Source: an optimization exercise on an open RTL-to-GDS flow (aim: small area, a short achievable clock period and few clock cycles per item). Production flows keep margins and buffers that such runs may drop. In this exercise RTL edits were held to simulation tests only and were not proved equivalent to the original. Power is estimated from default activity; no workload was simulated.

== rev 12 ==
==> flow/design.v (excerpt) <==
module proj_readout_top (
    input  logic         clk,
    input  logic         rst,
    input  logic         event_start,    
    input  logic [71:0]  item_count,     
    input  logic [527:0] mem_data,       
    input  logic         out_ack,        
    output logic [11:0]  mem_rd_en,      
    output logic [59:0]  mem_rd_addr,    
    output logic [53:0]  out_word,       
    output logic         out_req,        
    output logic         done            
);
Size: about 580 cells after synthesis.
export LEC_CHECK = 0
export CAP_MARGIN = 20
export CORE_AREA = 5 5 155 155
export DIE_AREA = 0 0 160 160
export PLACE_DENSITY = 0.6
export SETUP_SLACK_MARGIN = 2.6
export SLEW_MARGIN = 20
export SYNTH_HIERARCHICAL = 1
export SYNTH_MINIMUM_KEEP_SIZE = 0
create_clock -name core_clock -period 4.5 [get_ports {clk}]
standard.sh (not shown) runs the stock make flow with config.mk's settings and CLKGATE_MAP_FILE= SYNTH_SCRIPT=/design/flow/synth_recipe.tcl, a recipe that flattens the netlist after the stock synthesis.
==> flow/flow/run.sh <==
#!/bin/bash
# Standard layout, with the smallest buffer on every input and output port.
set -uo pipefail
export BUFFER_PORTS_ARGS="-buffer_cell sky130_fd_sc_hd__buf_1"
bash standard.sh > standard.log 2>&1
In the summary table, rev 12 is marked failed, with error PPL-0024 raised in I/O pin placement (3_2_place_iop).
Testbench counts of rev 12, summed over its fixed seeds: cycles 92,696, words 22,694.
#### Input delta (rev 13 over rev 12)
==> flow/run.sh (new file) <==
#!/bin/bash
# synth_recipe.tcl (not shown) runs the flow's synth.tcl, then flattens the netlist and writes it again
# the make line also repeats each setting of config.mk as NAME=value (left out here)
make -C /OpenROAD-flow-scripts/flow DESIGN_CONFIG=/design/flow/config.mk WORK_HOME=/design/flow/orfs CLKGATE_MAP_FILE= SYNTH_SCRIPT=/design/flow/synth_recipe.tcl finish
--- a/flow/config.mk
+++ b/flow/config.mk
@@ -7,8 +7,7 @@
 export LEC_CHECK = 0
 export CAP_MARGIN = 20
-export CORE_AREA = 5 5 155 155
-export DIE_AREA = 0 0 160 160
+export CORE_AREA = 10 10 300 300
+export DIE_AREA = 0 0 310 310
 export PLACE_DENSITY = 0.6
-export SETUP_SLACK_MARGIN = 2.6
 export SLEW_MARGIN = 20
 export SYNTH_HIERARCHICAL = 1
removed: flow/flow/run.sh
removed: flow/standard.sh
==> run summary <==
- The die span in x in rev 13 sits 94% above the value recorded for rev 12.
- Relative to rev 12, the die height measured on rev 13 has increased by more than half.
- ~same share of the synthesized netlist area taken by xor and xnor gates in rev 12 and rev 13
- Rev 13 was carried through to the last stage, and its layout satisfied the timing, design-rule and antenna checks.
- No final results exist for rev 12, since it was stopped by error PPL-0024 during I/O pin placement (3_2_place_iop).

========
Setup of alpha:
proj_readout_top, a different RTL version from the one above (not shown whole).
For scale: roughly 620 cells after synthesis, roughly 6100 um2 of cells after synthesis.
clock: 4.5 ns
lec_check: 0
cap_margin: 20
core_area: 5 5 245 245
die_area: 0 0 250 250
place_density: 0.6
setup_slack_margin: 2.7
slew_margin: 20
synth_hierarchical: 1
synth_minimum_keep_size: 0
==> flow/flow/run.sh <==
#!/bin/bash
# Standard layout, with the smallest buffer on every input and output port.
set -uo pipefail
export BUFFER_PORTS_ARGS="-buffer_cell sky130_fd_sc_hd__buf_1"
bash standard.sh > standard.log 2>&1
Testbench counts of alpha, summed over its fixed seeds: cycles 93,176, words 22,694.
Input-level comparison between beta and alpha:
Settings: a change of SETUP_SLACK_MARGIN from 2.7 to 2.4; a change of PLACE_DENSITY from 0.6 to 0.85.
--- outcome ---
- beta: full flow OK, the timing, design-rule and antenna checks passed
- Number of cells traversed by the worst register-to-register path delta for beta relative to alpha: 1 lower
- alpha has higher total routed wirelength than beta.
- Comparing alpha with beta, the number of global-route vias before repair came out essentially unchanged.
- For clock-pin slew on the worst setup and hold paths, beta and alpha come out practically identical.
- alpha -> beta: detailed-route wire length per cell flat
- Combinational power shrinks by more than 10% when moving from alpha to beta.
diff inputs: beta => gamma
Settings: PLACE_DENSITY changed from 0.85 to 0.6.
--- outcome ---
- Diff beta..gamma | clock slew at the register clock pins of the worst setup and hold paths | negligible
- beta → gamma: path length in cells of the critical path shrank by 3; total power after layout shrank by 0.039 mW; number of vias in the routed layout shrank by 211; tap cell count held steady.
- Between beta and gamma, the difference in cell area is negligible.
- Taking beta as the reference, in gamma share of the clock period used by the worst path decreased by 1.5 points relative to the old numbers, number of antenna diodes decreased by 10 relative to the old numbers, number of standard cells in the layout, taps in and fillers out closely matched the old numbers, tightest hold margin closely matched the old numbers.
## Diff of input files: delta against gamma
Settings: SETUP_SLACK_MARGIN now 2.2, was 2.4.
Notes after the runs:
Detailed-routed wire length on met3 of gamma is on par with delta. Going from gamma to delta, the first-pass GRT wire length was found to have gone down by about 0.3%. In terms of global-route met1 utilization, gamma and delta differ only marginally. From delta to gamma, number of remaining DRC errors did not move at all. delta -> gamma: global-route usage flat. Compared with gamma, delta shows a final period utilization that is 4.6 points higher. gamma and delta ended up with nearly the same worst hold slack. delta vs gamma on number of global-route vias before repair: delta is the lower one.
[inputs] epsilon vs delta
Settings: a change of SETUP_SLACK_MARGIN from 2.2 to 2.4; an added ABC_AREA of 1.
Findings:
- Between delta and epsilon, cell-internal power increased.
- Taking delta as 1.0, epsilon lands at 1.09 on highest achievable clock rate.
- Changes observed in epsilon relative to delta: portion of the layout cell area used by clock cells now smaller; post-route worst setup slack now larger.
- Net total in the final layout ended up about 50% higher on epsilon than on delta.
- Total power consumption of the routed design (lower): delta

afterwards: timing with drivers on the ports:
How much do the figures lean on ideal ports? The routed layouts below were timed once more, with nothing changed but the port constraints.
Step 1 sets driving cells, clkbuf_16 on the clock port and buf_2 on the other inputs (assumed; they add their load-dependent delay and slew).
Step 2 moves the port delays by t, midway between the first and last clock arrival at a register: inputs arrive t later, outputs are due t later. That takes back most of the time a late clock gives input paths.
Slacks: no drivers / after step 1 / after step 2; pairs: no drivers / after step 1.
run	t, ns	slack for setup (ns)	latest minus earliest clock arrival (ns)	pins driven straight from the clock port
rev 13	0.436	1.246 / 1.246 / 1.086	0.020 / 0.020	1
alpha	0.434	2.552 / 2.543 / 2.345	0.024 / 0.024	1
beta	0.433	2.421 / 2.385 / 2.183	0.020 / 0.020	1
gamma	0.428	2.490 / 2.472 / 2.230	0.028 / 0.028	1
delta	0.429	2.282 / 2.241 / 2.262	0.028 / 0.028	1
epsilon	0.433	2.460 / 2.411 / 2.232	0.018 / 0.018	1
After both steps setup and hold are still met in every run listed. For gamma, which loses most, drivers alone change the setup slack by -0.018 ns; drivers and shift together by -0.260 ns.
